What follows belongs to an exercise in optimizing a design on an open flow for small area, a short achievable clock period and few clock cycles per item; a production flow would make more cautious choices. Function was checked by simulation only, so behaviour that the tests miss may differ from the original. Power is estimated from default activity; no workload was simulated.

==> flow/design.v <==
module exec_unit (
  input  logic        clk,
  input  logic        reset,
  input  logic        valid_in,
  input  logic [3:0]  Aluop,
  input  logic [1:0]  SHTOp,
  input  logic [31:0] srca,
  input  logic [31:0] srcb,
  input  logic [4:0]  shamt,
  input  logic        shvar,
  input  logic        mfhi,
  input  logic        mflo,
  output logic [31:0] result,
  output logic        valid_out,
  output logic        overflow,
  output logic        busy,
  output logic [31:0] hi,
  output logic [31:0] lo
);
  localparam logic [3:0] OP_ADDU = 4'b0000;
  localparam logic [3:0] OP_ADD  = 4'b0001;
  localparam logic [3:0] OP_SUBU = 4'b0010;
  localparam logic [3:0] OP_SUB  = 4'b0011;
  localparam logic [3:0] OP_AND  = 4'b0100;
  localparam logic [3:0] OP_OR   = 4'b0101;
  localparam logic [3:0] OP_NOR  = 4'b0110;
  localparam logic [3:0] OP_XOR  = 4'b0111;
  localparam logic [3:0] OP_SLTU = 4'b1000;
  localparam logic [3:0] OP_SLT  = 4'b1001;
  localparam logic [3:0] OP_MULT = 4'b1010;
  localparam logic [3:0] OP_MULU = 4'b1011;
  localparam logic [3:0] OP_DIV  = 4'b1100;
  localparam logic [3:0] OP_DIVU = 4'b1101;
  localparam logic [3:0] OP_LUI  = 4'b1110;
  localparam logic [1:0] SH_SLL = 2'b01;
  localparam logic [1:0] SH_SRL = 2'b10;
  localparam logic [1:0] SH_SRA = 2'b11;
  typedef enum logic [2:0] {S_IDLE, S_MUL, S_DSET, S_DIV, S_FIX} state_t;
  state_t      r_state;
  logic [31:0] r_result;
  logic        r_valid_out;
  logic        r_overflow;
  logic        r_busy;
  logic [31:0] r_hi;
  logic [31:0] r_lo;
  logic        r_neg_q;      
  logic        r_neg_r;      
  logic [31:0] r_a;          
  logic [32:0] r_b;          
  logic [3:0]  r_dig;        
  logic [4:0]  r_cnt;        
  logic [4:0]  w_amt;
  logic        w_is_md;
  logic        w_md_signed;
  logic        w_b_zero;
  logic [31:0] w_result;
  logic        w_overflow;
  logic [2:0]  w_mdig;
  logic [31:0] w_bp;
  logic [31:0] w_nega;
  logic [31:0] w_negb;
  logic [31:0] w_absa;
  logic        w_sa;
  logic        w_sb;
  logic        w_sbp;
  logic        w_a_zero;
  assign w_amt       = shvar ? srca[4:0] : shamt;
  assign w_md_signed = !Aluop[0];
  assign w_b_zero    = (srcb == 32'd0);
  assign w_a_zero    = (srca == 32'd0);
  assign w_nega      = 32'd0 - srca;
  assign w_negb      = 32'd0 - srcb;
  assign w_sa        = w_md_signed && srca[31];
  assign w_sb        = w_md_signed && srcb[31];
  assign w_absa      = w_sa ? w_nega : srca;
  assign w_sbp       = w_sa ? (!w_b_zero && !srcb[31]) : w_sb;
  assign w_bp        = w_sa ? w_negb : srcb;
  assign w_is_md     = !mfhi && !mflo && (SHTOp == 2'b00) &&
                       ((Aluop == OP_MULT) || (Aluop == OP_MULU) ||
                        (Aluop == OP_DIV)  || (Aluop == OP_DIVU));
  always_comb begin
    logic [31:0] m;
    logic        z, o, nz, fits;
    w_mdig = 3'd7;
    for (int n = 7; n >= 1; n--) begin
      m    = 32'hFFFF_FFFF << (4*n);
      z    = (srcb & m) == 32'd0;
      o    = (srcb & m) == m;
      nz   = (srcb & ~m) != 32'd0;
      if (!w_md_signed)  fits = z;
      else if (!srcb[31]) fits = z;
      else if (w_sa)      fits = o && nz;
      else                fits = o;
      if (fits) w_mdig = n - 1;
    end
  end
  logic        w_sub;
  logic [31:0] w_bx;
  logic [32:0] w_add;
  logic        w_lt_u;
  logic        w_lt_s;
  logic [31:0] w_sh_in;
  logic [32:0] w_sh_ext;
  logic [31:0] w_sh_out;
  logic [31:0] w_shift;
  logic        w_sel_hi, w_sel_lo, w_sel_sh, w_sel_alu;
  assign w_sub  = (Aluop == OP_SUBU) || (Aluop == OP_SUB) ||
                  (Aluop == OP_SLTU) || (Aluop == OP_SLT);
  assign w_bx   = w_sub ? ~srcb : srcb;
  assign w_add  = {1'b0, srca} + {1'b0, w_bx} + {32'd0, w_sub};
  assign w_lt_u = !w_add[32];
  assign w_lt_s = (srca[31] ^ srcb[31]) ? srca[31] : w_add[31];
  always_comb begin
    for (int i = 0; i < 32; i++)
      w_sh_in[i] = (SHTOp == SH_SLL) ? srcb[31 - i] : srcb[i];
  end
  assign w_sh_ext = {(SHTOp == SH_SRA) & srcb[31], w_sh_in};
  logic [32:0] w_sh_full;
  assign w_sh_full = $signed(w_sh_ext) >>> w_amt;
  assign w_sh_out  = w_sh_full[31:0];
  always_comb begin
    for (int i = 0; i < 32; i++)
      w_shift[i] = (SHTOp == SH_SLL) ? w_sh_out[31 - i] : w_sh_out[i];
  end
  assign w_sel_hi  = mfhi;
  assign w_sel_lo  = !mfhi && mflo;
  assign w_sel_sh  = !mfhi && !mflo && (SHTOp != 2'b00);
  assign w_sel_alu = !mfhi && !mflo && (SHTOp == 2'b00);
  logic [31:0] w_alu;
  always_comb begin
    case (Aluop)
      OP_ADDU, OP_ADD, OP_SUBU, OP_SUB: w_alu = w_add[31:0];
      OP_AND:  w_alu = srca & srcb;
      OP_OR:   w_alu = srca | srcb;
      OP_NOR:  w_alu = ~(srca | srcb);
      OP_XOR:  w_alu = srca ^ srcb;
      OP_SLTU: w_alu = {31'd0, w_lt_u};
      OP_SLT:  w_alu = {31'd0, w_lt_s};
      OP_LUI:  w_alu = {srcb[15:0], 16'h0000};
      default: w_alu = 32'd0;
    endcase
  end
  assign w_result = ({32{w_sel_hi}}  & r_hi)    |
                    ({32{w_sel_lo}}  & r_lo)    |
                    ({32{w_sel_sh}}  & w_shift) |
                    ({32{w_sel_alu}} & w_alu);
  assign w_overflow = w_sel_alu && ((Aluop == OP_ADD) || (Aluop == OP_SUB)) &&
                      (srca[31] == w_bx[31]) && (w_add[31] != srca[31]);
  function automatic logic [127:0] f_csa(input logic [63:0] x, input logic [63:0] y,
                                         input logic [63:0] z);
    f_csa = {((x & y) | (x & z) | (y & z)) << 1, x ^ y ^ z};
  endfunction
  logic [3:0]   w_dig;
  logic [63:0]  w_r0, w_r1, w_r2, w_r3, w_r4;
  logic [127:0] w_l1, w_l2, w_l3;
  logic [63:0]  w_mul_next;
  assign w_dig = r_dig;
  assign w_r0  = {r_hi[27:0], r_lo, 4'd0};
  assign w_r1  = {32'd0, r_a & {32{w_dig[0]}}};
  assign w_r2  = {31'd0, r_a & {32{w_dig[1]}}, 1'd0};
  assign w_r3  = {30'd0, r_a & {32{w_dig[2]}}, 2'd0};
  assign w_r4  = {29'd0, r_a & {32{w_dig[3]}}, 3'd0};
  assign w_l1  = f_csa(w_r1, w_r2, w_r3);
  assign w_l2  = f_csa(w_l1[63:0], w_l1[127:64], w_r4);
  assign w_l3  = f_csa(w_l2[63:0], w_l2[127:64], w_r0);
  logic [37:0] w_mul_low;
  assign w_mul_low  = {1'b0, w_l3[36:0]} + {1'b0, w_l3[100:64]};
  logic [26:0] w_mul_up1;
  assign w_mul_up1  = r_hi[27:1] + 27'd1;
  assign w_mul_next = {w_mul_low[37] ? w_mul_up1 : r_hi[27:1], w_mul_low[36:0]};
  function automatic logic [5:0] f_bitlen(input logic [31:0] x);
    f_bitlen = 6'd0;
    for (int i = 0; i < 32; i++)
      if (x[i]) f_bitlen = i + 1;
  endfunction
  logic [5:0]  w_la;
  logic [5:0]  w_lb;
  logic [5:0]  w_ldiff;
  assign w_la    = f_bitlen(r_hi);
  assign w_lb    = f_bitlen(r_b[31:0]);
  assign w_ldiff = w_la - w_lb;
  logic [33:0] w_sub1;
  logic        w_q1;
  logic [31:0] w_rem1;
  logic [33:0] w_sub2;
  logic        w_q2;
  logic [31:0] w_rem2;
  assign w_sub1 = {2'b00, r_hi} - {1'b0, r_b};
  assign w_q1   = !w_sub1[33];
  assign w_rem1 = w_q1 ? w_sub1[31:0] : r_hi;
  assign w_sub2 = {2'b00, w_rem1} - {2'b00, r_b[32:1]};
  assign w_q2   = !w_sub2[33];
  assign w_rem2 = w_q2 ? w_sub2[31:0] : w_rem1;
  always_ff @(posedge clk) begin
    r_result   <= w_result;
    r_overflow <= w_overflow;
  end
  always_ff @(posedge clk) begin
    r_valid_out <= 1'b0;
    case (r_state)
      S_IDLE: begin
        if (valid_in) begin
          if (w_is_md) begin
            r_neg_q <= w_sa ^ w_sb;
            r_neg_r <= w_sa;
            r_a     <= w_absa;
            if (Aluop[2]) begin
              r_b  <= {1'b0, w_sb ? w_negb : srcb};
              r_lo <= w_b_zero ? 32'hFFFF_FFFF : 32'd0;
              if (w_b_zero)
                r_hi <= srca;
              else
                r_hi <= w_absa;
              if (!w_b_zero) begin
                r_state <= S_DSET;
                r_busy  <= 1'b1;
              end
            end else begin
              r_b   <= {1'b0, w_bp};
              r_dig <= w_bp[4*w_mdig +: 4];
              if (w_sbp) begin
                r_hi <= {32{!w_a_zero}};
                r_lo <= w_sa ? srca : w_nega;
              end else begin
                r_hi <= 32'd0;
                r_lo <= 32'd0;
              end
              r_cnt <= {2'b00, w_mdig};
              if (!w_b_zero) begin
                r_state <= S_MUL;
                r_busy  <= 1'b1;
              end
            end
          end else begin
            r_valid_out <= 1'b1;
          end
        end
      end
      S_MUL: begin
        {r_hi, r_lo} <= w_mul_next;
        r_cnt <= r_cnt - 5'd1;
        r_dig <= r_b[4*(r_cnt[2:0] - 3'd1) +: 4];
        if (r_cnt[2:0] == 3'd0) begin
          r_state <= S_IDLE;
          r_busy  <= 1'b0;
        end
      end
      S_DSET: begin
        if (w_la < w_lb) begin
          if (r_neg_r) begin
            r_state <= S_FIX;
          end else begin
            r_state <= S_IDLE;
            r_busy  <= 1'b0;
          end
        end else begin
          r_b     <= r_b << {w_ldiff[4:1], 1'b1};
          r_cnt   <= {1'b0, w_ldiff[4:1]};
          r_state <= S_DIV;
        end
      end
      S_DIV: begin
        r_hi  <= w_rem2;
        r_lo  <= {r_lo[29:0], w_q1, w_q2};
        r_b   <= {2'b00, r_b[32:2]};
        r_cnt <= r_cnt - 5'd1;
        if (r_cnt == 5'd0) begin
          if (r_neg_q || r_neg_r) begin
            r_state <= S_FIX;
          end else begin
            r_state <= S_IDLE;
            r_busy  <= 1'b0;
          end
        end
      end
      S_FIX: begin
        if (r_neg_r) r_hi <= 32'd0 - r_hi;
        if (r_neg_q) r_lo <= 32'd0 - r_lo;
        r_state <= S_IDLE;
        r_busy  <= 1'b0;
      end
      default: begin
        r_state <= S_IDLE;
        r_busy  <= 1'b0;
      end
    endcase
    if (reset) begin
      r_state     <= S_IDLE;
      r_valid_out <= 1'b0;
      r_busy      <= 1'b0;
      r_hi        <= 32'd0;
      r_lo        <= 32'd0;
    end
  end
  assign result    = r_result;
  assign valid_out = r_valid_out;
  assign overflow  = r_overflow;
  assign busy      = r_busy;
  assign hi        = r_hi;
  assign lo        = r_lo;
endmodule
==> flow/config.mk <==
export PLATFORM = sky130hd
export DESIGN_NAME = exec_unit
export DESIGN_NICKNAME = exec_unit
export VERILOG_FILES = /design/flow/design.v
export SDC_FILE = /design/flow/constraint.sdc
export NUM_CORES = 4
export LEC_CHECK = 0
export CAP_MARGIN = 20
export CORE_MARGIN = 2
export CORE_UTILIZATION = 40
export SETUP_SLACK_MARGIN = 2.5
export SLEW_MARGIN = 20
==> flow/constraint.sdc <==
create_clock -name core_clock -period 8.0 [get_ports {clk}]
set_input_delay 1.6000 -clock core_clock [delete_from_list [all_inputs] [get_ports {clk}]]
set_output_delay 1.6000 -clock core_clock [all_outputs]
set_load 0.01 [all_outputs]
run.sh (not shown) runs the stock make flow with config.mk's settings and CLKGATE_MAP_FILE= SYNTH_SCRIPT=/design/flow/synth_recipe.tcl, a recipe that flattens the netlist after the stock synthesis.
Testbench counts at the start, summed over its fixed seeds: cycles 5,965, ops 3,216.
Edit:
--- a/flow/design.v
+++ b/flow/design.v
@@ -164,11 +164,9 @@
   assign w_l2  = f_csa(w_l1[63:0], w_l1[127:64], w_r4);
   assign w_l3  = f_csa(w_l2[63:0], w_l2[127:64], w_r0);
   logic [37:0] w_mul_low;
   assign w_mul_low  = {1'b0, w_l3[36:0]} + {1'b0, w_l3[100:64]};
-  logic [26:0] w_mul_up1;
-  assign w_mul_up1  = r_hi[27:1] + 27'd1;
-  assign w_mul_next = {w_mul_low[37] ? w_mul_up1 : r_hi[27:1], w_mul_low[36:0]};
+  assign w_mul_next = {r_hi[27:1] + {26'd0, w_mul_low[37]}, w_mul_low[36:0]};
   function automatic logic [5:0] f_bitlen(input logic [31:0] x);
     f_bitlen = 6'd0;
     for (int i = 0; i < 32; i++)
       if (x[i]) f_bitlen = i + 1;
Result:
- worst setup slack degrades by 0.22 ns
- wire length falls by 1.8%
- utilization rises by 0.75 points
- fmax falls by 3.8%
- count of clock-buffer cells in the layout stays the same
- die area falls by 1.7%
- register-to-register slack degrades by 0.22 ns
- total power rises by 120%
- combinational power rises to 2.7 times its value
- design area falls by 0.43%
Testbench counts after the change, summed over its fixed seeds: cycles 5,965, ops 3,216.

[separate check: timing with driven ports]
How much do the figures lean on ideal ports? The routed layouts below were timed once more, with nothing changed but the port constraints.
Step 1: set_driving_cell puts a clkbuf_16 on clk and a buf_2 on each other input, an assumption about the parent block.
Step 2 times the ports against the registers' clock, not the clock port: input delays grow and output delays shrink by t, the midpoint of the rising clock arrivals with the driver on.
a / b / c = ideal / step 1 / step 2; a / b = the first two.
run | t, ns | slack for setup (ns) | worst slew at a driven data input, ns | cell pins on the clock port's net
the first run | 0.584 | 2.323 / 2.323 / 2.017 | 0.04 | 1
the second run | 0.585 | 2.099 / 2.099 / 1.898 | 0.06 | 1
After both steps every run listed still meets setup and hold. The setup slack of the first run, which loses most, moves by 0.000 ns with the drivers and by -0.306 ns with both steps.
